This is an optimization exercise on Yosys and OpenROAD, whose aim is small area and a short achievable clock period, not a production implementation. RTL that was checked went through simulation tests only; none was proved equivalent to the original. The RTL of runs 4 and 5 was laid out without a check of its function. No activity file was given, so power comes from the tool's default toggle rates.

$ cat flow/flow/downsize.tcl
# Before floorplanning: give every combinational cell the smallest drive strength of its
# function; the timing repair later upsizes only the cells that need it.
set n 0
foreach inst [get_cells *] {
  set m [get_property $inst ref_name]
  if { ![regexp {^(sky130_fd_sc_hd__[a-z0-9]+)_([0-9]+)$} $m -> base sz] } { continue }
  if { [regexp {df|dl|sdf|edf|conb|fa$|ha$|tap|fill|decap|clkbuf|buf$|bufbuf|dly|clkinv} $base] } { continue }
  set best $m
  set best_area [get_property [get_lib_cells */$m] area]
  foreach alt [get_lib_cells */${base}_*] {
    set an [get_name $alt]
    if { ![regexp "^${base}_\[0-9\]+\$" $an] } { continue }
    if { [get_property $alt dont_use] } { continue }
    set a [get_property $alt area]
    if { $a < $best_area } { set best $an; set best_area $a }
  }
  if { $best ne $m } {
    replace_cell $inst $best
    incr n
  }
}
puts "downsize.tcl: resized $n instances to their smallest drive"
$ cat flow/constraint.sdc
create_clock -name core_clock -period 10.0 [get_ports {clk}]
set_input_delay 2.0000 -clock core_clock [delete_from_list [all_inputs] [get_ports {clk}]]
set_output_delay 2.0000 -clock core_clock [all_outputs]
set_load 0.01 [all_outputs]
$ cat flow/config.mk
export PLATFORM = sky130hd
export DESIGN_NAME = diffeq_fu_core
export DESIGN_NICKNAME = diffeq_fu_core
export VERILOG_FILES = /design/flow/design.v
export SDC_FILE = /design/flow/constraint.sdc
export NUM_CORES = 4
export LEC_CHECK = 0
export CAP_MARGIN = 0
export CORE_MARGIN = 2
export CORE_UTILIZATION = 40
export SETUP_SLACK_MARGIN = 1.7
export SLEW_MARGIN = 0
export SYNTH_HIERARCHICAL = 1
export SYNTH_MINIMUM_KEEP_SIZE = 0
$ cat flow/flow/run.sh
#!/bin/bash
# The standard layout (standard.sh) with two changes:
#  - the port buffers are the smallest buffer cell, sky130_fd_sc_hd__buf_1;
#  - before floorplanning, flow/downsize.tcl gives each combinational cell its smallest
#    drive strength, so that timing repair upsizes only the cells that need it.
export BUFFER_PORTS_ARGS="-buffer_cell sky130_fd_sc_hd__buf_1"
export PRE_FLOORPLAN_TCL="$PWD/flow/downsize.tcl"
bash standard.sh > standard_run.log 2>&1
$ cat flow/design.v
package diffeq_pkg;
    localparam int unsigned DEFAULT_WIDTH = 16;
    localparam logic MODE_ADD = 1'b0;
    localparam logic MODE_SUB = 1'b1;
endpackage
module diffeq_fa (
    input  logic a, b, c,
    output logic s, co
);
    assign s  = a ^ b ^ c;
    assign co = (a & b) | (a & c) | (b & c);
endmodule
module diffeq_ha (
    input  logic a, b,
    output logic s, co
);
    assign s  = a ^ b;
    assign co = a & b;
endmodule
module diffeq_xnor (
    input  logic a, b,
    output logic y
);
    assign y = ~(a ^ b);
endmodule
module multiplier
#(
    parameter int unsigned IN_WIDTH = diffeq_pkg::DEFAULT_WIDTH
) (
    input  logic signed [IN_WIDTH-1:0] in1,
    input  logic signed [IN_WIDTH-1:0] in2,
    output logic signed [IN_WIDTH-1:0] out,
    output logic                       ovf
);
    logic [15:0] a, b;
    logic [16:0] x, y, p;
    logic [16:1] ta, tb;
    logic        fits17;
    logic s0;
    logic c0;
    logic s1;
    logic c1;
    logic s2;
    logic c2;
    logic s3;
    logic c3;
    logic s4;
    logic c4;
    logic s5;
    logic c5;
    logic s6;
    logic c6;
    logic s7;
    logic c7;
    logic s8;
    logic c8;
    logic s9;
    logic c9;
    logic s10;
    logic c10;
    logic s11;
    logic c11;
    logic s12;
    logic c12;
    logic s13;
    logic c13;
    logic s14;
    logic c14;
    logic s15;
    logic c15;
    logic s16;
    logic c16;
    logic s17;
    logic c17;
    logic s18;
    logic c18;
    logic s19;
    logic c19;
    logic s20;
    logic c20;
    logic s21;
    logic c21;
    logic s22;
    logic c22;
    logic s23;
    logic c23;
    logic s24;
    logic c24;
    logic s25;
    logic c25;
    logic s26;
    logic c26;
    logic s27;
    logic c27;
    logic s28;
    logic c28;
    logic s29;
    logic c29;
    logic s30;
    logic c30;
    logic s31;
    logic c31;
    logic s32;
    logic c32;
    logic s33;
    logic c33;
    logic s34;
    logic c34;
    logic s35;
    logic c35;
    logic s36;
    logic c36;
    logic s37;
    logic c37;
    logic s38;
    logic c38;
    logic s39;
    logic c39;
    logic s40;
    logic c40;
    logic s41;
    logic c41;
    logic s42;
    logic c42;
    logic s43;
    logic c43;
    logic s44;
    logic c44;
    logic s45;
    logic c45;
    logic s46;
    logic c46;
    logic s47;
    logic c47;
    logic s48;
    logic c48;
    logic s49;
    logic c49;
    logic s50;
    logic c50;
    logic s51;
    logic c51;
    logic s52;
    logic c52;
    logic s53;
    logic c53;
    logic s54;
    logic c54;
    logic s55;
    logic c55;
    logic s56;
    logic c56;
    logic s57;
    logic c57;
    logic s58;
    logic c58;
    logic s59;
    logic c59;
    logic s60;
    logic c60;
    logic s61;
    logic c61;
    logic s62;
    logic c62;
    logic s63;
    logic c63;
    logic s64;
    logic c64;
    logic s65;
    logic c65;
    logic s66;
    logic c66;
    logic s67;
    logic c67;
    logic s68;
    logic c68;
    logic s69;
    logic c69;
    logic s70;
    logic c70;
    logic s71;
    logic c71;
    logic s72;
    logic c72;
    logic s73;
    logic c73;
    logic s74;
    logic c74;
    logic s75;
    logic c75;
    logic s76;
    logic c76;
    logic s77;
    logic c77;
    logic s78;
    logic c78;
    logic s79;
    logic c79;
    logic s80;
    logic c80;
    logic s81;
    logic c81;
    logic s82;
    logic c82;
    logic s83;
    logic c83;
    logic s84;
    logic c84;
    logic s85;
    logic c85;
    logic s86;
    logic c86;
    logic s87;
    logic c87;
    logic s88;
    logic c88;
    logic s89;
    logic c89;
    logic s90;
    logic c90;
    logic s91;
    logic c91;
    logic s92;
    logic c92;
    logic s93;
    logic c93;
    logic s94;
    logic c94;
    logic s95;
    logic c95;
    logic s96;
    logic c96;
    logic s97;
    logic c97;
    logic s98;
    logic c98;
    logic s99;
    logic c99;
    logic s100;
    logic c100;
    logic s101;
    logic c101;
    logic s102;
    logic c102;
    logic s103;
    logic c103;
    logic s104;
    logic c104;
    logic s105;
    logic c105;
    logic s106;
    logic c106;
    logic s107;
    logic c107;
    logic s108;
    logic c108;
    logic s109;
    logic c109;
    logic s110;
    logic c110;
    logic s111;
    logic c111;
    logic s112;
    logic c112;
    logic s113;
    logic c113;
    logic s114;
    logic c114;
    logic s115;
    logic c115;
    logic s116;
    logic c116;
    logic s117;
    logic c117;
    logic s118;
    logic c118;
    logic s119;
    logic c119;
    assign a = in1;
    assign b = in2;
    diffeq_xnor u_hx1 (.a(~(a[0] & b[13])), .b(~(a[1] & b[12])), .y(s0));
    assign c0 = ~(a[0] & b[13]) | ~(a[1] & b[12]);
    diffeq_fa u_fa2 (.a(~(a[0] & b[14])), .b(~(a[1] & b[13])), .c(~(a[2] & b[12])), .s(s1), .co(c1));
    diffeq_xnor u_hx3 (.a(~(a[3] & b[11])), .b(~(a[4] & b[10])), .y(s2));
    assign c2 = ~(a[3] & b[11]) | ~(a[4] & b[10]);
    diffeq_fa u_fa4 (.a(~(a[0] & b[15])), .b(~(a[1] & b[14])), .c(~(a[2] & b[13])), .s(s3), .co(c3));
    diffeq_fa u_fa5 (.a(~(a[3] & b[12])), .b(~(a[4] & b[11])), .c(~(a[5] & b[10])), .s(s4), .co(c4));
    diffeq_xnor u_hx6 (.a(~(a[6] & b[9])), .b(~(a[7] & b[8])), .y(s5));
    assign c5 = ~(a[6] & b[9]) | ~(a[7] & b[8]);
    diffeq_fa u_fa7 (.a(~(a[1] & b[15])), .b(~(a[2] & b[14])), .c(~(a[3] & b[13])), .s(s6), .co(c6));
    diffeq_fa u_fa8 (.a(~(a[4] & b[12])), .b(~(a[5] & b[11])), .c(~(a[6] & b[10])), .s(s7), .co(c7));
    diffeq_fa u_fa9 (.a(~(a[7] & b[9])), .b(~(a[8] & b[8])), .c(~(a[9] & b[7])), .s(s8), .co(c8));
    diffeq_xnor u_hx10 (.a(~(a[10] & b[6])), .b(~(a[11] & b[5])), .y(s9));
    assign c9 = ~(a[10] & b[6]) | ~(a[11] & b[5]);
    diffeq_xnor u_hx11 (.a(~(a[0] & b[9])), .b(~(a[1] & b[8])), .y(s10));
    assign c10 = ~(a[0] & b[9]) | ~(a[1] & b[8]);
    diffeq_fa u_fa12 (.a(~(a[0] & b[10])), .b(~(a[1] & b[9])), .c(~(a[2] & b[8])), .s(s11), .co(c11));
    diffeq_xnor u_hx13 (.a(~(a[3] & b[7])), .b(~(a[4] & b[6])), .y(s12));
    assign c12 = ~(a[3] & b[7]) | ~(a[4] & b[6]);
    diffeq_fa u_fa14 (.a(~(a[0] & b[11])), .b(~(a[1] & b[10])), .c(~(a[2] & b[9])), .s(s13), .co(c13));
    diffeq_fa u_fa15 (.a(~(a[3] & b[8])), .b(~(a[4] & b[7])), .c(~(a[5] & b[6])), .s(s14), .co(c14));
    diffeq_xnor u_hx16 (.a(~(a[6] & b[5])), .b(~(a[7] & b[4])), .y(s15));
    assign c15 = ~(a[6] & b[5]) | ~(a[7] & b[4]);
    diffeq_fa u_fa17 (.a(~(a[0] & b[12])), .b(~(a[1] & b[11])), .c(~(a[2] & b[10])), .s(s16), .co(c16));
    diffeq_fa u_fa18 (.a(~(a[3] & b[9])), .b(~(a[4] & b[8])), .c(~(a[5] & b[7])), .s(s17), .co(c17));
    diffeq_fa u_fa19 (.a(~(a[6] & b[6])), .b(~(a[7] & b[5])), .c(~(a[8] & b[4])), .s(s18), .co(c18));
    diffeq_xnor u_hx20 (.a(~(a[9] & b[3])), .b(~(a[10] & b[2])), .y(s19));
    assign c19 = ~(a[9] & b[3]) | ~(a[10] & b[2]);
    diffeq_fa u_fa21 (.a(~(a[2] & b[11])), .b(~(a[3] & b[10])), .c(~(a[4] & b[9])), .s(s20), .co(c20));
    diffeq_fa u_fa22 (.a(~(a[5] & b[8])), .b(~(a[6] & b[7])), .c(~(a[7] & b[6])), .s(s21), .co(c21));
    diffeq_fa u_fa23 (.a(~(a[8] & b[5])), .b(~(a[9] & b[4])), .c(~(a[10] & b[3])), .s(s22), .co(c22));
    diffeq_fa u_fa24 (.a(~(a[11] & b[2])), .b(~(a[12] & b[1])), .c(~(a[13] & b[0])), .s(s23), .co(c23));
    diffeq_fa u_fa25 (.a(~(a[5] & b[9])), .b(~(a[6] & b[8])), .c(~(a[7] & b[7])), .s(s24), .co(c24));
    diffeq_fa u_fa26 (.a(~(a[8] & b[6])), .b(~(a[9] & b[5])), .c(~(a[10] & b[4])), .s(s25), .co(c25));
    diffeq_fa u_fa27 (.a(~(a[11] & b[3])), .b(~(a[12] & b[2])), .c(~(a[13] & b[1])), .s(s26), .co(c26));
    diffeq_fa u_fa28 (.a(~(a[14] & b[0])), .b(c0), .c(s2), .s(s27), .co(c27));
    diffeq_fa u_fa29 (.a(~(a[8] & b[7])), .b(~(a[9] & b[6])), .c(~(a[10] & b[5])), .s(s28), .co(c28));
    diffeq_fa u_fa30 (.a(~(a[11] & b[4])), .b(~(a[12] & b[3])), .c(~(a[13] & b[2])), .s(s29), .co(c29));
    diffeq_fa u_fa31 (.a(~(a[14] & b[1])), .b(~(a[15] & b[0])), .c(c2), .s(s30), .co(c30));
    diffeq_fa u_fa32 (.a(s5), .b(c1), .c(s3), .s(s31), .co(c31));
    diffeq_fa u_fa33 (.a(~(a[12] & b[4])), .b(~(a[13] & b[3])), .c(~(a[14] & b[2])), .s(s32), .co(c32));
    diffeq_fa u_fa34 (.a(~(a[15] & b[1])), .b(~(a[15] & b[0])), .c(~(b[15] & a[0])), .s(s33), .co(c33));
    diffeq_fa u_fa35 (.a(c5), .b(s9), .c(c3), .s(s34), .co(c34));
    diffeq_fa u_fa36 (.a(c4), .b(s6), .c(s7), .s(s35), .co(c35));
    diffeq_xnor u_hx37 (.a(~(a[0] & b[6])), .b(~(a[1] & b[5])), .y(s36));
    assign c36 = ~(a[0] & b[6]) | ~(a[1] & b[5]);
    diffeq_fa u_fa38 (.a(~(a[0] & b[7])), .b(~(a[1] & b[6])), .c(~(a[2] & b[5])), .s(s37), .co(c37));
    diffeq_xnor u_hx39 (.a(~(a[3] & b[4])), .b(~(a[4] & b[3])), .y(s38));
    assign c38 = ~(a[3] & b[4]) | ~(a[4] & b[3]);
    diffeq_fa u_fa40 (.a(~(a[0] & b[8])), .b(~(a[1] & b[7])), .c(~(a[2] & b[6])), .s(s39), .co(c39));
    diffeq_fa u_fa41 (.a(~(a[3] & b[5])), .b(~(a[4] & b[4])), .c(~(a[5] & b[3])), .s(s40), .co(c40));
    diffeq_xnor u_hx42 (.a(~(a[6] & b[2])), .b(~(a[7] & b[1])), .y(s41));
    assign c41 = ~(a[6] & b[2]) | ~(a[7] & b[1]);
    diffeq_fa u_fa43 (.a(~(a[2] & b[7])), .b(~(a[3] & b[6])), .c(~(a[4] & b[5])), .s(s42), .co(c42));
    diffeq_fa u_fa44 (.a(~(a[5] & b[4])), .b(~(a[6] & b[3])), .c(~(a[7] & b[2])), .s(s43), .co(c43));
    diffeq_fa u_fa45 (.a(~(a[8] & b[1])), .b(~(a[9] & b[0])), .c(s10), .s(s44), .co(c44));
    diffeq_fa u_fa46 (.a(~(a[5] & b[5])), .b(~(a[6] & b[4])), .c(~(a[7] & b[3])), .s(s45), .co(c45));
    diffeq_fa u_fa47 (.a(~(a[8] & b[2])), .b(~(a[9] & b[1])), .c(~(a[10] & b[0])), .s(s46), .co(c46));
    diffeq_fa u_fa48 (.a(c10), .b(s12), .c(s11), .s(s47), .co(c47));
    diffeq_fa u_fa49 (.a(~(a[8] & b[3])), .b(~(a[9] & b[2])), .c(~(a[10] & b[1])), .s(s48), .co(c48));
    diffeq_fa u_fa50 (.a(~(a[11] & b[0])), .b(c12), .c(s15), .s(s49), .co(c49));
    diffeq_fa u_fa51 (.a(c11), .b(s13), .c(s14), .s(s50), .co(c50));
    diffeq_fa u_fa52 (.a(~(a[11] & b[1])), .b(~(a[12] & b[0])), .c(c15), .s(s51), .co(c51));
    diffeq_fa u_fa53 (.a(s19), .b(c13), .c(c14), .s(s52), .co(c52));
    diffeq_fa u_fa54 (.a(s16), .b(s17), .c(s18), .s(s53), .co(c53));
    diffeq_fa u_fa55 (.a(c19), .b(s0), .c(c16), .s(s54), .co(c54));
    diffeq_fa u_fa56 (.a(c17), .b(c18), .c(s20), .s(s55), .co(c55));
    diffeq_fa u_fa57 (.a(s21), .b(s22), .c(s23), .s(s56), .co(c56));
    diffeq_fa u_fa58 (.a(c20), .b(c21), .c(c22), .s(s57), .co(c57));
    diffeq_fa u_fa59 (.a(c23), .b(s24), .c(s25), .s(s58), .co(c58));
    diffeq_fa u_fa60 (.a(s26), .b(s1), .c(s27), .s(s59), .co(c59));
    diffeq_fa u_fa61 (.a(c24), .b(c25), .c(c26), .s(s60), .co(c60));
    diffeq_fa u_fa62 (.a(s28), .b(s29), .c(s4), .s(s61), .co(c61));
    diffeq_fa u_fa63 (.a(c27), .b(s30), .c(s31), .s(s62), .co(c62));
    diffeq_fa u_fa64 (.a(c28), .b(c29), .c(s32), .s(s63), .co(c63));
    diffeq_fa u_fa65 (.a(s33), .b(s8), .c(c30), .s(s64), .co(c64));
    diffeq_fa u_fa66 (.a(c31), .b(s34), .c(s35), .s(s65), .co(c65));
    diffeq_xnor u_hx67 (.a(~(a[0] & b[4])), .b(~(a[1] & b[3])), .y(s66));
    assign c66 = ~(a[0] & b[4]) | ~(a[1] & b[3]);
    diffeq_fa u_fa68 (.a(~(a[0] & b[5])), .b(~(a[1] & b[4])), .c(~(a[2] & b[3])), .s(s67), .co(c67));
    diffeq_xnor u_hx69 (.a(~(a[3] & b[2])), .b(~(a[4] & b[1])), .y(s68));
    assign c68 = ~(a[3] & b[2]) | ~(a[4] & b[1]);
    diffeq_fa u_fa70 (.a(~(a[2] & b[4])), .b(~(a[3] & b[3])), .c(~(a[4] & b[2])), .s(s69), .co(c69));
    diffeq_fa u_fa71 (.a(~(a[5] & b[1])), .b(~(a[6] & b[0])), .c(s36), .s(s70), .co(c70));
    diffeq_fa u_fa72 (.a(~(a[5] & b[2])), .b(~(a[6] & b[1])), .c(~(a[7] & b[0])), .s(s71), .co(c71));
    diffeq_fa u_fa73 (.a(c36), .b(s38), .c(s37), .s(s72), .co(c72));
    diffeq_fa u_fa74 (.a(~(a[8] & b[0])), .b(c38), .c(s41), .s(s73), .co(c73));
    diffeq_fa u_fa75 (.a(c37), .b(s39), .c(s40), .s(s74), .co(c74));
    diffeq_fa u_fa76 (.a(c41), .b(c39), .c(c40), .s(s75), .co(c75));
    diffeq_fa u_fa77 (.a(s42), .b(s43), .c(s44), .s(s76), .co(c76));
    diffeq_fa u_fa78 (.a(c42), .b(c43), .c(s45), .s(s77), .co(c77));
    diffeq_fa u_fa79 (.a(s46), .b(c44), .c(s47), .s(s78), .co(c78));
    diffeq_fa u_fa80 (.a(c45), .b(c46), .c(s48), .s(s79), .co(c79));
    diffeq_fa u_fa81 (.a(s49), .b(c47), .c(s50), .s(s80), .co(c80));
    diffeq_fa u_fa82 (.a(c48), .b(c49), .c(s51), .s(s81), .co(c81));
    diffeq_fa u_fa83 (.a(c50), .b(s52), .c(s53), .s(s82), .co(c82));
    diffeq_fa u_fa84 (.a(c51), .b(c52), .c(c53), .s(s83), .co(c83));
    diffeq_fa u_fa85 (.a(s54), .b(s55), .c(s56), .s(s84), .co(c84));
    diffeq_fa u_fa86 (.a(c54), .b(c55), .c(c56), .s(s85), .co(c85));
    diffeq_fa u_fa87 (.a(s57), .b(s58), .c(s59), .s(s86), .co(c86));
    diffeq_fa u_fa88 (.a(c57), .b(c58), .c(s60), .s(s87), .co(c87));
    diffeq_fa u_fa89 (.a(s61), .b(c59), .c(s62), .s(s88), .co(c88));
    diffeq_fa u_fa90 (.a(c60), .b(c61), .c(s63), .s(s89), .co(c89));
    diffeq_fa u_fa91 (.a(s64), .b(c62), .c(s65), .s(s90), .co(c90));
    diffeq_xnor u_hx92 (.a(~(a[0] & b[3])), .b(~(a[1] & b[2])), .y(s91));
    assign c91 = ~(a[0] & b[3]) | ~(a[1] & b[2]);
    diffeq_fa u_fa93 (.a(~(a[2] & b[2])), .b(~(a[3] & b[1])), .c(~(a[4] & b[0])), .s(s92), .co(c92));
    diffeq_fa u_fa94 (.a(~(a[5] & b[0])), .b(c66), .c(s68), .s(s93), .co(c93));
    diffeq_fa u_fa95 (.a(c68), .b(c67), .c(s69), .s(s94), .co(c94));
    diffeq_fa u_fa96 (.a(c69), .b(s71), .c(c70), .s(s95), .co(c95));
    diffeq_fa u_fa97 (.a(c71), .b(s73), .c(c72), .s(s96), .co(c96));
    diffeq_fa u_fa98 (.a(c73), .b(c74), .c(s75), .s(s97), .co(c97));
    diffeq_fa u_fa99 (.a(c75), .b(s77), .c(c76), .s(s98), .co(c98));
    diffeq_fa u_fa100 (.a(c77), .b(s79), .c(c78), .s(s99), .co(c99));
    diffeq_fa u_fa101 (.a(c79), .b(s81), .c(c80), .s(s100), .co(c100));
    diffeq_fa u_fa102 (.a(c81), .b(c82), .c(s83), .s(s101), .co(c101));
    diffeq_fa u_fa103 (.a(c83), .b(c84), .c(s85), .s(s102), .co(c102));
    diffeq_fa u_fa104 (.a(c85), .b(s87), .c(c86), .s(s103), .co(c103));
    diffeq_fa u_fa105 (.a(c87), .b(s89), .c(c88), .s(s104), .co(c104));
    diffeq_xnor u_hx106 (.a(~(a[0] & b[2])), .b(~(a[1] & b[1])), .y(s105));
    assign c105 = ~(a[0] & b[2]) | ~(a[1] & b[1]);
    diffeq_fa u_fa107 (.a(~(a[2] & b[1])), .b(~(a[3] & b[0])), .c(s91), .s(s106), .co(c106));
    diffeq_fa u_fa108 (.a(c91), .b(s66), .c(s92), .s(s107), .co(c107));
    diffeq_fa u_fa109 (.a(c92), .b(s67), .c(s93), .s(s108), .co(c108));
    diffeq_fa u_fa110 (.a(c93), .b(s70), .c(s94), .s(s109), .co(c109));
    diffeq_fa u_fa111 (.a(c94), .b(s72), .c(s95), .s(s110), .co(c110));
    diffeq_fa u_fa112 (.a(s74), .b(c95), .c(s96), .s(s111), .co(c111));
    diffeq_fa u_fa113 (.a(s76), .b(c96), .c(s97), .s(s112), .co(c112));
    diffeq_fa u_fa114 (.a(c97), .b(s78), .c(s98), .s(s113), .co(c113));
    diffeq_fa u_fa115 (.a(s80), .b(c98), .c(s99), .s(s114), .co(c114));
    diffeq_fa u_fa116 (.a(s82), .b(c99), .c(s100), .s(s115), .co(c115));
    diffeq_fa u_fa117 (.a(s84), .b(c100), .c(s101), .s(s116), .co(c116));
    diffeq_fa u_fa118 (.a(s86), .b(c101), .c(s102), .s(s117), .co(c117));
    diffeq_fa u_fa119 (.a(c102), .b(s88), .c(s103), .s(s118), .co(c118));
    diffeq_fa u_fa120 (.a(s90), .b(c103), .c(s104), .s(s119), .co(c119));
    assign x = {c118, c117, c116, c115, c114, c113, c112, c111, c110, c109, c108, c107, c106, c105, s105, ~(a[0] & b[1]), ~(a[0] & b[0])};
    assign y = {s119, s118, s117, s116, s115, s114, s113, s112, s111, s110, s109, s108, s107, s106, ~(a[2] & b[0]), ~(a[1] & b[0]), 1'b1};
    assign p = ~(x + y + 17'd1);
    assign out = p[15:0];
    assign ta[16] = 1'b1;
    assign tb[16] = 1'b1;
    genvar k;
    for (k = 1; k < 16; k++) begin : g_fit
        assign ta[k] = ta[k+1] & (a[k-1] == a[15]);
        assign tb[k] = tb[k+1] & (b[k-1] == b[15]);
    end
    assign fits17 = ta[2] | tb[2] | (ta[3] & tb[15]) | (ta[4] & tb[14]) | (ta[5] & tb[13]) | (ta[6] & tb[12]) | (ta[7] & tb[11]) | (ta[8] & tb[10]) | (ta[9] & tb[9]) | (ta[10] & tb[8]) | (ta[11] & tb[7]) | (ta[12] & tb[6]) | (ta[13] & tb[5]) | (ta[14] & tb[4]) | (ta[15] & tb[3]);
    assign ovf = !fits17 || (p[16] != p[15]);
endmodule
module adder_subtractor
#(
    parameter int unsigned WIDTH = diffeq_pkg::DEFAULT_WIDTH
) (
    input  logic signed [WIDTH-1:0] in1,
    input  logic signed [WIDTH-1:0] in2,
    input  logic                    mode,
    output logic signed [WIDTH-1:0] out,
    output logic                    ovf
);
    localparam int unsigned H = WIDTH / 2;
    logic             sub;
    logic [WIDTH-1:0] a, b;
    logic [H:0]       cl;
    logic [WIDTH-1:H] s0, s1;
    logic [WIDTH:H]   c0, c1;
    assign sub = (mode == diffeq_pkg::MODE_SUB);
    assign a   = in1;
    assign b   = in2 ^ {WIDTH{sub}};
    assign cl[0] = sub;
    for (genvar i = 0; i < H; i++) begin : g_lo
        diffeq_fa u_fa (.a(a[i]), .b(b[i]), .c(cl[i]), .s(out[i]), .co(cl[i+1]));
    end
    assign c0[H] = 1'b0;
    assign c1[H] = 1'b1;
    for (genvar i = H; i < WIDTH; i++) begin : g_hi
        if (i == H) begin : g_first
            diffeq_ha   u_h0 (.a(a[i]), .b(b[i]), .s(s0[i]), .co(c0[i+1]));
            diffeq_xnor u_h1 (.a(a[i]), .b(b[i]), .y(s1[i]));
            assign c1[i+1] = a[i] | b[i];
        end else begin : g_rest
            diffeq_fa u_f0 (.a(a[i]), .b(b[i]), .c(c0[i]), .s(s0[i]), .co(c0[i+1]));
            diffeq_fa u_f1 (.a(a[i]), .b(b[i]), .c(c1[i]), .s(s1[i]), .co(c1[i+1]));
        end
    end
    assign out[WIDTH-1:H] = cl[H] ? s1 : s0;
    assign ovf = (a[WIDTH-1] == b[WIDTH-1]) && (out[WIDTH-1] != a[WIDTH-1]);
endmodule
module diffeq_fu_core
#(
    parameter int unsigned WIDTH = diffeq_pkg::DEFAULT_WIDTH
) (
    input  logic                    clk,
    input  logic                    reset,
    input  logic                    en,
    input  logic signed [WIDTH-1:0] v1,
    input  logic signed [WIDTH-1:0] v2,
    input  logic signed [WIDTH-1:0] v3,
    input  logic signed [WIDTH-1:0] v4,
    input  logic signed [WIDTH-1:0] v5,
    input  logic signed [WIDTH-1:0] v6,
    input  logic                    mode,
    output logic signed [WIDTH-1:0] w1,
    output logic signed [WIDTH-1:0] w2,
    output logic signed [WIDTH-1:0] w3,
    output logic signed [WIDTH-1:0] r1,
    output logic signed [WIDTH-1:0] r2,
    output logic signed [WIDTH-1:0] r3,
    output logic                    ovf1,
    output logic                    ovf2,
    output logic                    ovf3,
    output logic                    valid
);
    logic m1_ovf, m2_ovf, a1_ovf;
    logic signed [WIDTH-1:0] r1_d, r1_q;
    logic signed [WIDTH-1:0] r2_d, r2_q;
    logic signed [WIDTH-1:0] r3_d, r3_q;
    logic                    ovf1_d, ovf1_q;
    logic                    ovf2_d, ovf2_q;
    logic                    ovf3_d, ovf3_q;
    logic                    valid_d, valid_q;
    multiplier #(.IN_WIDTH(WIDTH)) u_m1 (
        .in1 (v1),
        .in2 (v2),
        .out (w1),
        .ovf (m1_ovf)
    );
    multiplier #(.IN_WIDTH(WIDTH)) u_m2 (
        .in1 (v3),
        .in2 (v4),
        .out (w2),
        .ovf (m2_ovf)
    );
    adder_subtractor #(.WIDTH(WIDTH)) u_a1 (
        .in1  (v5),
        .in2  (v6),
        .mode (mode),
        .out  (w3),
        .ovf  (a1_ovf)
    );
    always_comb begin
        r1_d    = r1_q;
        r2_d    = r2_q;
        r3_d    = r3_q;
        ovf1_d  = ovf1_q;
        ovf2_d  = ovf2_q;
        ovf3_d  = ovf3_q;
        valid_d = 1'b0;
        if (en) begin
            r1_d    = w1;
            r2_d    = w2;
            r3_d    = w3;
            ovf1_d  = m1_ovf;
            ovf2_d  = m2_ovf;
            ovf3_d  = a1_ovf;
            valid_d = 1'b1;
        end
    end
    always_ff @(posedge clk or posedge reset) begin
        if (reset) begin
            r1_q    <= '0;
            r2_q    <= '0;
            r3_q    <= '0;
            ovf1_q  <= 1'b0;
            ovf2_q  <= 1'b0;
            ovf3_q  <= 1'b0;
            valid_q <= 1'b0;
        end else begin
            r1_q    <= r1_d;
            r2_q    <= r2_d;
            r3_q    <= r3_d;
            ovf1_q  <= ovf1_d;
            ovf2_q  <= ovf2_d;
            ovf3_q  <= ovf3_d;
            valid_q <= valid_d;
        end
    end
    assign r1    = r1_q;
    assign r2    = r2_q;
    assign r3    = r3_q;
    assign ovf1  = ovf1_q;
    assign ovf2  = ovf2_q;
    assign ovf3  = ovf3_q;
    assign valid = valid_q;
endmodule
$ cat flow/standard.sh
#!/bin/bash
# synth_recipe.tcl (not shown) runs the flow's synth.tcl, then flattens the netlist and writes it again
# the make line also repeats each setting of config.mk as NAME=value (left out here)
make -C /OpenROAD-flow-scripts/flow DESIGN_CONFIG=/design/flow/config.mk WORK_HOME=/design/flow/orfs CLKGATE_MAP_FILE= SYNTH_SCRIPT=/design/flow/synth_recipe.tcl "${@:-finish}"
==> metrics.md, run 1 <==
| Metric | Value |
|---|---|
| CTS sink cnt | 52 |
| Crit. End Element | output pin |
| Cell area power density | 327 nW/um^2 |
| Routability Congestion | 0.837 |
| Sequential share of power | 8.7% |
| Final Hold Viols | 0 |
| Global routing's busiest layer | met2 |
| Period minus WS final | 8160 ps |
| Place WS | 1470 ps |
| 1st-iter DRT viols | 594 |
| Hold WS | 484 ps |
| Via density | 5.29 |
| Final nets | 1,647 |
| R2R depth | 1 |
| Syn Inst Count | 1,155 |
| TritonRoute pass-1 iters | 5 |
| CTS Buffer Depth | 2 |
| Max-Cap Viols | 0 |
| Core box area | 27,100 sq um |
| WS Path Type | in -> out |
| Port-buffer cells | 199 |
| R2R Setup Slk | 9200 ps |
| R2R Path Start | r2_q[8]$_DFFE_PP0P_ |
| Peak VDD IR | 0.263 mV |
| Logic gate share of total power | 86.5% |
| Status | no timing/DRC/antenna violations |
| Internal power | 1.89 mW |
| RSZ-0062 raised after global routing | yes |
| Setup crit end | w2[15] |
| Setup violators final | 0 |
| Met3 Use GR | 2.24% |
| Post-route DRC | 0 |
| Net Sw Power | 2.11 mW |
| Initial antenna violation count | 0 |
| Vias in the first global route | 9,372 |
| Fmax | 122 MHz |
| Initial core utilization | 41.0% |
| Hold Path Depth | 1 |
| WL final | 29.9 mm |
| Most frequent cells in the layout | nand2_1 (318), fa_1 (231), buf_1 (153), xnor2_1 (58), dfrtp_1 (52) |
| Die Ht | 171 um |
| Setup WS post-layout | 1840 ps |
| Clk Latency, worst-skew pair | 290 ps |
| Max Clock Skew | 0 ps |
| Worst Path Arrival | 6160 ps |
| Startpoint type of the worst setup path | primary input |
| Multi-input logic area | 9270 sq um |
| Site row count | 60 |
| Slew at the pin closest to its max-slew limit | 776 ps |
| CTS tree | done |
| Die area | 29,100 sq um |
| Met1 Resource Use GR | 28.9% |
| Worst hold path type | reg -> reg |
| Most common cell after layout, fill and taps aside | nand2_1 |
| Max-slew violations | 0 |
| Seq. cell area | 1300 sq um |
| Fraction of layout cells with a size suffix above 1 | 6.86% |
| Crit-path max FO | 20 |
| Filler instances | 2,604 |
| Avg WL per Cell | 18.1 um |
| Period utilization | 81.6% |
| Htree depth | 2 |
| Switch share | 52.7% |
| First-pass GRT wire length | 49.0 mm |
| Die X | 171 um |
| Boundary Pins | 200 |
| Worst slew margin | 48.3% |
| TritonCTS Buffers | 5 |
| Overflow after GRT | 0 |
| Cts hold-fix bufs | 0 |
| Global-route track usage on met2 | 36.8% |
| Total number of vias | 8,763 |
| WP data required | 8000 ps |
| Syn nets | 1,520 |
| Post-DP HPWL | 23.6 mm |
| Origin of the worst setup path | v4[15] |
| Root buf cell | clkbuf_16 |
| Largest net degree at the start of global routing | 53 |
| GRT Util Overall | 21.2% |
| Lkg Pwr | 4.43 nW |
| Clock power frac | 4.8% |
| Antenna Nets Post-Route | 0 |
| Synth warn | 7 |
| R2R Path End | r2_q[8]$_DFFE_PP0P_ |
| TNS Setup | 0 ps |
| Clk slew on worst S/H paths | 70 ps |
[metal layers]
| layer | part of all wire (%) | wire length [um] | vias up |
|---|---|---|---|
| li1 | - | - | 3981 |
| met1 | 45 | 13400 | 4491 |
| met2 | 49 | 14600 | 270 |
| met3 | 5.6 | 1670 | 21 |
| met4 | 1.0 | 303 | 0 |
| met5 | 0 | 0 | - |
[sequential cells by signal, summed over array words and instances, names as in the netlist]
| signal | count |
|---|---|
| r1_q | 16 |
| r3_q | 16 |
| ovf1_q | 1 |
| ovf3_q | 1 |
| ovf2_q | 1 |
| valid_q | 1 |
| r2_q | 16 |
[final cells by class]
type | count | share of cell area, %
inverter | 16 | 0.491
clock inverter | 2 | 0.286
sequential | 52 | 10.6
clock buffer | 6 | 1.05
antenna | 1 | 0.0205
timing repair buffer | 217 | 7.95
tap | 372 | 3.81
multi-input combinational | 990 | 75.8
[critical path, cell delays in order]
cell and delay [ps]:
clkdlybuf4s18_2 450, nand2_1 190, fa_1 580, fa_1 450
fa_1 520, fa_1 460, fa_1 480, ha_1 390
xnor2_1 170, mux2i_1 130, buf_4 150, buf_1 180
[repair_timing]
| action | in CTS | in global routing |
|---|---|---|
| gates resized for setup | 40 | 66 |
| setup buffers | 0 | 1 |
| hold endpoints to repair | 0 | 0 |
| pin swaps | 0 | 3 |
| setup endpoints to repair | 15 | 18 |
[power groups by stage]
| stage | registers [mW] | logic, mW | clock network [mW] |
|---|---|---|---|
| floorplan | 0.387 | 2.34 | 0 |
| CTS | 0.348 | 3.42 | 0.199 |
| detailed placement | 0.352 | 3.41 | 0 |
| global route | 0.357 | 3.87 | 0.207 |
| finish | 0.347 | 3.46 | 0.194 |
| global placement | 0.347 | 3.34 | 0 |
[stage by stage]
stage / utilization, % / cell area (sq um) / power, mW / std cells
floorplan: - / 11100 / 2.73 / 1155
global placement: 44.1 / 11900 / 3.69 / 1646
detailed placement: 44.1 / 11900 / 3.76 / 1646
CTS: 45.1 / 12200 / 3.97 / 1654
global route: 45.1 / 12200 / 4.44 / 1655
finish: 45.1 / 12200 / 4.00 / 1656
[worst min-delay path by stage]
stage                               startpoint                    to  slack, ps
after CTS                  r3_q[5]$_DFFE_PP0P_   r3_q[5]$_DFFE_PP0P_        490
after global routing       r2_q[7]$_DFFE_PP0P_   r2_q[7]$_DFFE_PP0P_        500
after global placement     r3_q[2]$_DFFE_PP0P_   r3_q[2]$_DFFE_PP0P_        470
after detailed placement   r3_q[5]$_DFFE_PP0P_   r3_q[5]$_DFFE_PP0P_        470
after floorplan             ovf1_q$_DFFE_PP0P_    ovf1_q$_DFFE_PP0P_        530
final                     r1_q[12]$_DFFE_PP0P_  r1_q[12]$_DFFE_PP0P_        480
==> inputs of run 2 (changes only) <==
--- a/flow/config.mk
+++ b/flow/config.mk
@@ -8,7 +8,7 @@
 export CAP_MARGIN = 0
 export CORE_MARGIN = 2
 export CORE_UTILIZATION = 40
-export SETUP_SLACK_MARGIN = 1.7
+export SETUP_SLACK_MARGIN = 1.8
 export SLEW_MARGIN = 0
 export SYNTH_HIERARCHICAL = 1
 export SYNTH_MINIMUM_KEEP_SIZE = 0
==> metrics.md, run 2 <==
| Metric | Value |
|---|---|
| Avg WL per Cell | 18.1 um |
| Largest net degree at the start of global routing | 53 |
| 1st-iter DRT viols | 597 |
| Place WS | 1470 ps |
| Biggest regs | r1_q: 16 flops, r2_q: 16 flops, r3_q: 16 flops |
| WP data required | 8000 ps |
| Antenna cells | 0 |
| CTS tree | done |
| Post-DP HPWL | 23.6 mm |
| Status | no timing/DRC/antenna violations |
| Die area | 29,100 sq um |
| Worst-path cell chain | buf_1, buf_8, xor2_1, fa_1, fa_1, fa_2, fa_2, fa_1, fa_2, fa_2, fa_2, mux2_2, buf_1 |
| TritonCTS Buffers | 5 |
| Vias in the first global route | 9,376 |
| Final core occ | 45.4% |
| Slowest cell on crit path | fa_2 |
| Core box area | 27,100 sq um |
| Max-slew violations | 0 |
| Worst hold path type | reg -> reg |
| CTS sink cnt | 52 |
| Crit-path max FO | 17 |
| Syn Inst Count | 1,155 |
| Most frequent cells in the layout | nand2_1 (318), fa_1 (228), buf_1 (149), xnor2_1 (58), dfrtp_1 (52) |
| Setup violators final | 0 |
| Overflow after GRT | 0 |
| Period utilization | 80.4% |
| Clk slew on worst S/H paths | 60 ps |
| TritonRoute pass-1 iters | 5 |
| Crit. End Element | output pin |
| Worst slew margin | 46.1% |
| GRT Util Overall | 21.2% |
| Site row count | 60 |
| Fraction of layout cells with a size suffix above 1 | 7.64% |
| Via density | 5.28 |
| Initial core utilization | 41.0% |
| Post-route DRC | 0 |
| Die X | 171 um |
| WS Path Type | in -> out |
| Period minus WS final | 8040 ps |
| Cell area power density | 329 nW/um^2 |
| Most Frequent Cell on Critical Path | fa_2 |
| Delay-heaviest family, CP | adder cells |
| WL final | 30.0 mm |
| Antenna Nets Post-Route | 0 |
| Max Clock Skew | 0 ps |
| Port-buffer cells | 199 |
| Peak VDD IR | 0.263 mV |
| First-pass GRT wire length | 49.1 mm |
| Buf+Inv Stages, Crit Path | 3 |
| Initial antenna violation count | 0 |
| Worst Path Arrival | 6040 ps |
| Hold WS | 483 ps |
| Fmax | 124 MHz |
| Synth warn | 7 |
| Final Hold Viols | 0 |
| CTS Buffer Depth | 2 |
| Startpoint type of the worst setup path | primary input |
| Slew at the pin closest to its max-slew limit | 809 ps |
| Root buf cell | clkbuf_16 |
| Total number of vias | 8,745 |
| Clk Latency, worst-skew pair | 290 ps |
| RSZ-0062 raised after global routing | yes |
| Routability Congestion | 0.837 |
| Final nets | 1,647 |
| Max-Cap Viols | 0 |
| Setup WS post-layout | 1960 ps |
| TNS Setup | 0 ps |
| CP peak stage delay | 500 ps |
| Most common cell after layout, fill and taps aside | nand2_1 |
| Final total power | 4.04 mW |
| Htree depth | 2 |
| Lkg Pwr | 4.45 nW |
| Boundary Pins | 200 |
| Die Ht | 171 um |
| Syn nets | 1,520 |
-- run 2: cell count changes in the layout (fill, tap and decap cells not counted), sizes merged --
| cell | before | now |
|---|---|---|
| buf | 191 | 192 |
| clkbuf | 30 | 31 |
| clkdlybuf4s15 | 1 | 0 |
| clkdlybuf4s18 | 1 | 0 |
| diode | 1 | 0 |
-- run 2: metrics by stage --
stage,instance area [sq um],std cells
after floorplan,11100,1155
after global placement,11900,1646
after detailed placement,11900,1646
after CTS,12200,1654
after global routing,12300,1655
final,12300,1655
-- run 2: power breakdown --
part	total [mW]	switching [mW]	leakage (nW)	internal (mW)
logic	3.50	2.00	3.76	1.50
clock network	0.194	0.0761	0.0808	0.118
registers	0.347	0.0379	0.608	0.309
total	4.04	2.12	4.45	1.92
-- run 2: layout make-up --
cell class,instances,area [sq um]
multi-input combinational,990,9280
inverter,16,60.1
clock buffer,6,129
tap,372,465
clock inverter,2,35.0
fill,2614,14800
sequential,52,1300
timing repair buffer,217,1020
-- run 2: final timing paths --
| check | cells past startpoint | startpoint | slack, ps | end |
|---|---|---|---|---|
| worst max-delay path | 13 | mode | 1960 | w3[14] |
| worst min-delay path | 1 | r2_q[14]$_DFFE_PP0P_ | 480 | r2_q[14]$_DFFE_PP0P_ |
| worst max register to register | 1 | r2_q[8]$_DFFE_PP0P_ | 9200 | r2_q[8]$_DFFE_PP0P_ |
| worst min register to register | 1 | r2_q[14]$_DFFE_PP0P_ | 480 | r2_q[14]$_DFFE_PP0P_ |
| max in group asynchronous | 3 | reset | 7680 | r1_q[3]$_DFFE_PP0P_ |
| min in group asynchronous | 3 | reset | 1850 | r2_q[1]$_DFFE_PP0P_ |
-- run 2: timing repair --
action,in CTS,in global routing
setup buffers,0,1
gates resized for setup,62,77
setup endpoints to repair,19,15
hold buffers,0,0
pin swaps,0,4
hold endpoints to repair,0,0
-- run 2: per-layer routing --
| layer | GRT usage [%] | wire, um | up-vias |
|---|---|---|---|
| met5 | 0 | 0 | - |
| met4 | 4.38 | 357 | 0 |
| met3 | 2.24 | 1690 | 23 |
| met2 | 36.8 | 14600 | 277 |
| met1 | 29.0 | 13400 | 4461 |
| li1 | - | - | 3984 |
==> inputs of run 3 (changes only) <==
--- a/flow/flow/run.sh
+++ b/flow/flow/run.sh
@@ -5,4 +5,5 @@
 #    drive strength, so that timing repair upsizes only the cells that need it.
 export BUFFER_PORTS_ARGS="-buffer_cell sky130_fd_sc_hd__buf_1"
 export PRE_FLOORPLAN_TCL="$PWD/flow/downsize.tcl"
+export SETUP_MOVE_SEQUENCE="unbuffer,sizeup,swap"
 bash standard.sh > standard_run.log 2>&1
==> metrics.md, run 3 <==
| Metric | Value |
|---|---|
| Worst Path Arrival | 6060 ps |
| Fraction of layout cells with a size suffix above 1 | 7.49% |
| Antenna Nets Post-Route | 0 |
| Seq. cell area | 1300 sq um |
| R2R Path Start | r2_q[8]$_DFFE_PP0P_ |
| Clk slew on worst S/H paths | 60 ps |
| Boundary Pins | 200 |
| Avg WL per Cell | 18.1 um |
| Most frequent cells in the layout | nand2_1 (318), fa_1 (229), buf_1 (150), xnor2_1 (57), dfrtp_1 (52) |
| Overflow after GRT | 0 |
| 1st-iter DRT viols | 580 |
| Startpoint type of the worst setup path | primary input |
| Biggest regs | r1_q: 16 flops, r2_q: 16 flops, r3_q: 16 flops |
| Final total power | 4.03 mW |
| Vias in the first global route | 9,376 |
| Post-DP HPWL | 23.6 mm |
| TritonCTS Buffers | 5 |
| CTS Buffer Depth | 2 |
| Antenna cells | 0 |
| Syn nets | 1,520 |
| Slew at the pin closest to its max-slew limit | 811 ps |
| Worst hold path type | reg -> reg |
| Post-route DRC | 0 |
| Setup violators final | 0 |
| WS Path Type | in -> out |
| Period minus WS final | 8060 ps |
| Via density | 5.30 |
| Peak VDD IR | 0.264 mV |
| Root buf cell | clkbuf_16 |
| Final core occ | 45.4% |
| Status | no timing/DRC/antenna violations |
| Cts hold-fix bufs | 0 |
| First-pass GRT wire length | 49.1 mm |
| Synth warn | 7 |
| Initial core utilization | 41.0% |
| Min-delay src | r2_q[14]$_DFFE_PP0P_ |
| Die area | 29,100 sq um |
| TNS Setup | 0 ps |
| Final nets | 1,646 |
| Final Hold Viols | 0 |
| Internal power | 1.91 mW |
| Crit. End Element | output pin |
| Switch share | 52.6% |
| Filler instances | 2,615 |
| Most common cell after layout, fill and taps aside | nand2_1 |
| Crit-path max FO | 11 |
| Max-Cap Viols | 0 |
| Total number of vias | 8,773 |
| Port-buffer cells | 199 |
| Core box area | 27,100 sq um |
| Initial antenna violation count | 0 |
| Lkg Pwr | 4.45 nW |
| TritonRoute pass-1 iters | 5 |
| Origin of the worst setup path | v1[0] |
| Cell area power density | 328 nW/um^2 |
| Net Sw Power | 2.12 mW |
| Die X | 171 um |
| Site row count | 60 |
| Largest net degree at the start of global routing | 53 |
| Fmax | 124 MHz |
| Period utilization | 80.6% |
| Routability Congestion | 0.837 |
| Clock power frac | 4.8% |
| Die Ht | 171 um |
| Multi-input logic area | 9290 sq um |
| Logic gate share of total power | 86.6% |
| CTS tree | done |
| Postcts setup bufs | 0 |
| GRT Util Overall | 21.2% |
| WL final | 30.0 mm |
| Syn Inst Count | 1,155 |
| Worst slew margin | 45.9% |
| Sequential share of power | 8.6% |
| Clk Latency, worst-skew pair | 290 ps |
| Htree depth | 2 |
| CTS sink cnt | 52 |
| RSZ-0062 raised after global routing | yes |
| WP data required | 8000 ps |
| Max-slew violations | 0 |
| Max Clock Skew | 0 ps |
## run 3: through the flow
stage / cell area [sq um] / setup slack [ps] / cells / hold slack, ps
3_5_place_dp: 11900 / 1470 / 1646 / 473
6_report: 12300 / 1940 / 1654 / 483
2_1_floorplan: 11100 / 2000 / 1155 / 529
5_1_grt: 12300 / 1780 / 1654 / 501
4_1_cts: 12200 / 1800 / 1654 / 489
3_3_place_gp: 11900 / 1470 / 1646 / 466
## run 3: worst paths after layout
| path | endpoint | slack [ps] | cells past startpoint |
|---|---|---|---|
| worst max-delay path | w1[15] | 1940 | 15 |
| worst min-delay path | r2_q[14]$_DFFE_PP0P_ | 480 | 1 |
| worst max register to register | r2_q[8]$_DFFE_PP0P_ | 9200 | 1 |
| worst min register to register | r2_q[14]$_DFFE_PP0P_ | 480 | 1 |
| max in group asynchronous | r1_q[3]$_DFFE_PP0P_ | 7690 | 3 |
| min in group asynchronous | r2_q[1]$_DFFE_PP0P_ | 1850 | 3 |
## run 3: power groups by stage
| stage | clock network (mW) | registers [mW] | logic (mW) |
|---|---|---|---|
| 2_1_floorplan | 0 | 0.387 | 2.34 |
| 6_report | 0.194 | 0.347 | 3.49 |
| 4_1_cts | 0.199 | 0.348 | 3.42 |
| 5_1_grt | 0.207 | 0.357 | 3.90 |
| 3_5_place_dp | 0 | 0.352 | 3.41 |
| 3_3_place_gp | 0 | 0.347 | 3.34 |
## run 3: timing repair
action	CTS	global route
pin swaps	0	5
endpoints found under the setup margin	19	15
hold endpoints to repair	0	0
resized for setup	62	76
## run 3: critical path: stages
cell and delay [ps]:
clkbuf_4 170, buf_6 160, nand2_1 80, fa_1 560, fa_1 450, fa_1 410, fa_1 510, fa_1 410
ha_1 220, nor2_1 130, o21ai_0 90, o21bai_1 180, a21o_1 240, mux2i_2 250, clkbuf_2 180
## run 3: routing by layer
metal | GRT usage [%] | wire (um)
met4 | 4.38 | 356
met3 | 2.24 | 1830
met2 | 36.8 | 14500
met1 | 29.0 | 13300
met5 | 0 | 0
## run 3: cell type report
cell class                 instances  area share (%)
timing repair buffer             216            8.26
clock buffer                       6            1.05
clock inverter                     2           0.285
sequential                        52            10.6
tap                              372            3.79
inverter                          16           0.488
multi-input combinational        990            75.5
==> inputs of run 4 (changes only) <==
--- a/flow/design.v
+++ b/flow/design.v
@@ -437,23 +437,23 @@
     output logic signed [WIDTH-1:0] out,
     output logic                    ovf
 );
-    localparam int unsigned H = WIDTH / 2;
+    localparam int unsigned B1 = 6;
+    localparam int unsigned B2 = 11;
     logic             sub;
     logic [WIDTH-1:0] a, b;
-    logic [H:0]       cl;
-    logic [WIDTH-1:H] s0, s1;
-    logic [WIDTH:H]   c0, c1;
+    logic [B1:0]      cl;
+    logic [WIDTH-1:B1] s0, s1;
+    logic [WIDTH:B1]   c0, c1;
+    logic             cm;
     assign sub = (mode == diffeq_pkg::MODE_SUB);
     assign a   = in1;
     assign b   = in2 ^ {WIDTH{sub}};
     assign cl[0] = sub;
-    for (genvar i = 0; i < H; i++) begin : g_lo
+    for (genvar i = 0; i < B1; i++) begin : g_lo
         diffeq_fa u_fa (.a(a[i]), .b(b[i]), .c(cl[i]), .s(out[i]), .co(cl[i+1]));
     end
-    assign c0[H] = 1'b0;
-    assign c1[H] = 1'b1;
-    for (genvar i = H; i < WIDTH; i++) begin : g_hi
-        if (i == H) begin : g_first
+    for (genvar i = B1; i < WIDTH; i++) begin : g_hi
+        if (i == B1 || i == B2) begin : g_first
             diffeq_ha   u_h0 (.a(a[i]), .b(b[i]), .s(s0[i]), .co(c0[i+1]));
             diffeq_xnor u_h1 (.a(a[i]), .b(b[i]), .y(s1[i]));
             assign c1[i+1] = a[i] | b[i];
@@ -462,7 +462,11 @@
             diffeq_fa u_f1 (.a(a[i]), .b(b[i]), .c(c1[i]), .s(s1[i]), .co(c1[i+1]));
         end
     end
-    assign out[WIDTH-1:H] = cl[H] ? s1 : s0;
+    assign c0[B1] = 1'b0;
+    assign c1[B1] = 1'b1;
+    assign cm            = cl[B1] ? c1[B2] : c0[B2];
+    assign out[B2-1:B1]  = cl[B1] ? s1[B2-1:B1] : s0[B2-1:B1];
+    assign out[WIDTH-1:B2] = cm ? s1[WIDTH-1:B2] : s0[WIDTH-1:B2];
     assign ovf = (a[WIDTH-1] == b[WIDTH-1]) && (out[WIDTH-1] != a[WIDTH-1]);
 endmodule
 module diffeq_fu_core
--- a/flow/flow/run.sh
+++ b/flow/flow/run.sh
@@ -5,5 +5,4 @@
 #    drive strength, so that timing repair upsizes only the cells that need it.
 export BUFFER_PORTS_ARGS="-buffer_cell sky130_fd_sc_hd__buf_1"
 export PRE_FLOORPLAN_TCL="$PWD/flow/downsize.tcl"
-export SETUP_MOVE_SEQUENCE="unbuffer,sizeup,swap"
 bash standard.sh > standard_run.log 2>&1
==> metrics.md, run 4 <==
| Metric | Value |
|---|---|
| Post-DP HPWL | 23.5 mm |
| Htree depth | 2 |
| Die Ht | 171 um |
| Fmax | 123 MHz |
| Place WS | 1410 ps |
| Fin cells | 1,666 |
| Filler instances | 2,664 |
| Hold WS | 483 ps |
| Largest net degree at the start of global routing | 53 |
| Max-Cap Viols | 0 |
| WP data required | 8000 ps |
| Setup violators final | 0 |
| Biggest regs | r1_q: 16 flops, r2_q: 16 flops, r3_q: 16 flops |
| Port-buffer cells | 199 |
| CTS Buffer Depth | 2 |
| Cell area power density | 328 nW/um^2 |
| 1st-iter DRT viols | 533 |
| Most frequent cells in the layout | nand2_1 (319), fa_1 (234), buf_1 (148), xnor2_1 (59), dfrtp_1 (52) |
| RSZ-0062 raised after global routing | yes |
| Fraction of layout cells with a size suffix above 1 | 7.69% |
| GRT Util Overall | 20.6% |
| Most common cell after layout, fill and taps aside | nand2_1 |
| Final nets | 1,653 |
| TritonCTS Buffers | 5 |
| Syn Inst Count | 1,161 |
| WL final | 30.1 mm |
| Setup WS post-layout | 1860 ps |
| Root buf cell | clkbuf_16 |
| Boundary Pins | 200 |
| Total number of vias | 8,916 |
| Worst hold path type | reg -> reg |
| Lkg Pwr | 4.46 nW |
| Vias in the first global route | 8,965 |
| Die area | 29,200 sq um |
| Clk slew on worst S/H paths | 60 ps |
| Initial antenna violation count | 0 |
| Routability Congestion | 0.809 |
| First-pass GRT wire length | 47.7 mm |
| Clk Latency, worst-skew pair | 290 ps |
| Placed Area | 12,000 sq um |
| Status | no timing/DRC/antenna violations |
| Slew at the pin closest to its max-slew limit | 776 ps |
| CTS sink cnt | 52 |
| Post-route DRC | 0 |
| Placed cells | 1,658 |
| Synth warn | 7 |
| Period minus WS final | 8140 ps |
| Antenna cells | 0 |
| Via density | 5.35 |
| Max-slew violations | 0 |
| Worst Path Arrival | 6140 ps |
| Core box area | 27,600 sq um |
| Final Hold Viols | 0 |
| WS Path Type | in -> out |
| Final instance area | 12,300 sq um |
| TNS Setup | 0 ps |
| CTS tree | done |
| Initial core utilization | 40.4% |
| Antenna Nets Post-Route | 0 |
| Peak VDD IR | 0.305 mV |
| Crit. End Element | output pin |
| Avg WL per Cell | 18.1 um |
| Site row count | 61 |
| Overflow after GRT | 0 |
| Period utilization | 81.4% |
| Die X | 171 um |
| Worst slew margin | 48.3% |
| Syn nets | 1,527 |
| Postcts setup bufs | 0 |
| Startpoint type of the worst setup path | primary input |
| TritonRoute pass-1 iters | 5 |
| Crit-path max FO | 20 |
| Max Clock Skew | 0 ps |
==> run 4: layout make-up <==
type | instances | area (sq um) | share of cell area, %
Clock inverter | 2 | 15.0 | 0.122
Timing Repair Buffer | 216 | 987 | 8.00
Tap cell | 378 | 473 | 3.83
Multi-Input combinational cell | 997 | 9360 | 75.9
Clock buffer | 6 | 139 | 1.13
Inverter | 15 | 56.3 | 0.456
Sequential cell | 52 | 1300 | 10.5
==> run 4: timing repair <==
action | in CTS | in global routing
resized for setup | 78 | 46
hold buffers | 0 | 0
pin swaps | 0 | 1
setup endpoints to repair | 15 | 13
==> run 4: power breakdown <==
group	internal, mW	leakage [nW]	total, mW	switching [mW]
sequential	0.309	0.608	0.348	0.0397
clock	0.0997	0.0691	0.178	0.0787
combinational	1.48	3.79	3.52	2.04
total	1.89	4.46	4.05	2.16
==> run 4: worst paths after layout <==
check	startpoint	to	slack (ps)	cells after the start
worst max-delay path	v2[15]	w1[15]	1860	11
worst min-delay path	ovf3_q$_DFFE_PP0P_	ovf3_q$_DFFE_PP0P_	480	1
worst max register to register	r2_q[13]$_DFFE_PP0P_	r2_q[13]$_DFFE_PP0P_	9180	1
worst min register to register	ovf3_q$_DFFE_PP0P_	ovf3_q$_DFFE_PP0P_	480	1
max in group asynchronous	reset	r2_q[0]$_DFFE_PP0P_	7680	3
min in group asynchronous	reset	r1_q[9]$_DFFE_PP0P_	1860	3
==> run 4: metrics by stage <==
stage	util [%]	power [mW]
3_5_place_dp	43.5	3.78
2_1_floorplan	-	2.73
5_1_grt	44.6	4.49
6_report	44.6	4.05
3_3_place_gp	43.5	3.72
4_1_cts	44.4	3.98
==> run 4: metal layers <==
layer,part of all wire (%),up-vias,global-route usage [%]
met5,0,-,0
met4,1.4,0,4.35
met3,5.6,29,1.60
met2,48,332,35.1
met1,45,4549,28.8
li1,-,4006,-
==> run 4: critical path: stages <==
cell	delay, ps
clkdlybuf4s18_2	470
nand2_1	190
fa_1	580
fa_1	430
fa_1	530
fa_1	450
fa_1	470
ha_1	380
xnor2_1	170
mux2i_1	290
buf_1	190
==> inputs of run 5 (changes only) <==
--- a/flow/config.mk
+++ b/flow/config.mk
@@ -8,7 +8,7 @@
 export CAP_MARGIN = 0
 export CORE_MARGIN = 2
 export CORE_UTILIZATION = 40
-export SETUP_SLACK_MARGIN = 1.8
+export SETUP_SLACK_MARGIN = 2.0
 export SLEW_MARGIN = 0
 export SYNTH_HIERARCHICAL = 1
 export SYNTH_MINIMUM_KEEP_SIZE = 0
==> metrics.md, run 5 <==
| Metric | Value |
|---|---|
| Final core occ | 45.6% |
| R2R Path Start | r2_q[13]$_DFFE_PP0P_ |
| R2R Setup Slk | 9180 ps |
| Post-route DRC | 0 |
| Peak VDD IR | 0.279 mV |
| Sequential share of power | 8.2% |
| Origin of the worst setup path | v2[15] |
| Setup violators final | 0 |
| Final Hold Viols | 0 |
| Site row count | 61 |
| Avg WL per Cell | 18.2 um |
| Worst-path cell chain | buf_2, nand2_1, fa_1, fa_1, fa_1, fa_1, fa_1, ha_1, xnor2_1, mux2i_2, buf_1 |
| WP depth | 11 |
| Max-Cap Viols | 0 |
| Delay-heaviest family, CP | adder cells |
| Boundary Pins | 200 |
| Crit-path max FO | 20 |
| R2R depth | 1 |
| Slowest cell on crit path | fa_1 |
| Logic gate share of total power | 87.7% |
| Most common cell after layout, fill and taps aside | nand2_1 |
| Fraction of layout cells with a size suffix above 1 | 9.99% |
| Global-route track usage on met2 | 35.2% |
| CTS Buffer Depth | 2 |
| Clk slew on worst S/H paths | 60 ps |
| Final nets | 1,656 |
| First-pass GRT wire length | 47.9 mm |
| Final instance area | 12,600 sq um |
| Cts hold-fix bufs | 0 |
| RSZ-0062 raised after global routing | yes |
| Worst hold path type | reg -> reg |
| 1st-iter DRT viols | 547 |
| Clk Latency, worst-skew pair | 290 ps |
| Vias in the first global route | 8,987 |
| Synth warn | 7 |
| Internal power | 2.05 mW |
| WS Path Type | in -> out |
| TritonCTS Buffers | 5 |
| Htree depth | 2 |
| Initial antenna violation count | 0 |
| Status | no timing/DRC/antenna violations |
| R2R Path End | r2_q[13]$_DFFE_PP0P_ |
| Biggest regs | r1_q: 16 flops, r2_q: 16 flops, r3_q: 16 flops |
| TritonRoute pass-1 iters | 5 |
| Period utilization | 79.8% |
| Clock power frac | 4.2% |
| Die X | 171 um |
| WL final | 30.4 mm |
| Place WS | 1410 ps |
| Antenna cells | 0 |
| Root buf cell | clkbuf_16 |
| Setup crit end | w1[15] |
| Lkg Pwr | 4.56 nW |
| Overflow after GRT | 0 |
| Met1 Resource Use GR | 29.0% |
| Antenna Nets Post-Route | 0 |
| Period minus WS final | 7980 ps |
| Total number of vias | 8,941 |
| Slew at the pin closest to its max-slew limit | 708 ps |
| Die Ht | 171 um |
| Post-DP HPWL | 23.5 mm |
| Worst Path Arrival | 5980 ps |
| Buf+Inv Stages, Crit Path | 2 |
| CTS tree | done |
| Startpoint type of the worst setup path | primary input |
| Cell area power density | 339 nW/um^2 |
| Filler instances | 2,645 |
| Routability Congestion | 0.809 |
| Initial core utilization | 40.4% |
| Max Clock Skew | 0 ps |
| TNS Setup | 0 ps |
| Port-buffer cells | 199 |
| Worst slew margin | 52.8% |
| Switch share | 52.0% |
| CTS sink cnt | 52 |
| Max-slew violations | 0 |
| CP peak stage delay | 580 ps |
| Placed Area | 12,000 sq um |
| Syn nets | 1,527 |
| Largest net degree at the start of global routing | 53 |
| Crit. End Element | output pin |
| Fmax | 125 MHz |
| Via density | 5.36 |
| Met3 Use GR | 1.53% |
| Net Sw Power | 2.22 mW |
| WP data required | 8000 ps |
| Syn Inst Count | 1,161 |
| Global routing's busiest layer | met2 |
| Setup WS post-layout | 2020 ps |
| GRT Util Overall | 20.7% |
| Most frequent cells in the layout | nand2_1 (319), fa_1 (230), buf_1 (141), xnor2_1 (57), dfrtp_1 (52) |
| Die area | 29,200 sq um |
| Core box area | 27,600 sq um |
| Most Frequent Cell on Critical Path | fa_1 |
run 5: stage by stage:
stage / hold slack [ps] / cells / total power [mW]
after floorplan: 529 / 1161 / 2.73
after global placement: 466 / 1658 / 3.72
after detailed placement: 473 / 1658 / 3.78
after CTS: 488 / 1666 / 4.06
after global routing: 496 / 1669 / 4.73
final: 483 / 1669 / 4.27
run 5: power by group through the flow:
stage / Clock (mW) / Combinational, mW / Sequential (mW)
after floorplan: 0 / 2.34 / 0.388
after global placement: 0 / 3.38 / 0.349
after detailed placement: 0 / 3.43 / 0.353
after CTS: 0.185 / 3.53 / 0.349
after global routing: 0.194 / 4.18 / 0.360
final: 0.178 / 3.75 / 0.348
run 5: per-layer routing:
metal / vias to the layer above / part of all wire (%)
met5: - / 0
met4: 0 / 1.6
met3: 34 / 6.0
met2: 336 / 48
met1: 4564 / 45
li1: 4007 / -
run 5: timing repair:
action / 4_1_cts / 5_1_grt
setup endpoints to repair: 17 / 10
gates resized for setup: 134 / 67
gates cloned: 0 / 1
pin swaps: 3 / 9
buffers inserted: 0 / 2
run 5: layout make-up:
cell class              instances  area (sq um)  share of cell area, %
clock buffers                   6           139                   1.10
clock inverters                 2          15.0                  0.119
inverters                      15          56.3                  0.446
multi-input cells             997          9470                   75.1
flip-flops and latches         52          1300                   10.3
well taps                     378           473                   3.75
repair buffers                219          1150                   9.16
run 5: worst min path at each step:
stage	start	end	slack, ps	depth (start not counted)
final	ovf3_q$_DFFE_PP0P_	ovf3_q$_DFFE_PP0P_	480	1
after global routing	r1_q[4]$_DFFE_PP0P_	r1_q[4]$_DFFE_PP0P_	500	1
after CTS	r1_q[4]$_DFFE_PP0P_	r1_q[4]$_DFFE_PP0P_	490	1
after detailed placement	r1_q[5]$_DFFE_PP0P_	r1_q[5]$_DFFE_PP0P_	470	1
after global placement	r3_q[0]$_DFFE_PP0P_	r3_q[0]$_DFFE_PP0P_	470	1
after floorplan	ovf1_q$_DFFE_PP0P_	ovf1_q$_DFFE_PP0P_	530	1

-- port drivers added, routing unchanged --
How much do the figures lean on ideal ports? The routed layouts below were timed once more, with nothing changed but the port constraints. Step 1 assumes that a clkbuf_16 drives the clock port and a buf_2 every other input. Step 2, shift: input delay + t, output delay - t, t = (earliest + latest rising clock arrival at the registers) / 2. This alone moves slack from input paths to output paths. Three values: no drivers, after step 1, after step 2; two values: the first two.
run | t, ns | setup slack, ns | worst setup path after step 2
run 1 | 0.328 | 1.836 / 1.805 / 1.805 | input to output
run 2 | 0.328 | 1.963 / 1.943 / 1.943 | input to output
run 3 | 0.328 | 1.937 / 1.911 / 1.911 | input to output
run 4 | 0.329 | 1.858 / 1.812 / 1.812 | input to output
run 5 | 0.330 | 2.017 / 1.976 / 1.976 | input to output
After both steps every run listed still meets setup and hold. For run 4, which loses most, drivers alone change the setup slack by -0.046 ns; drivers and shift together by -0.046 ns.
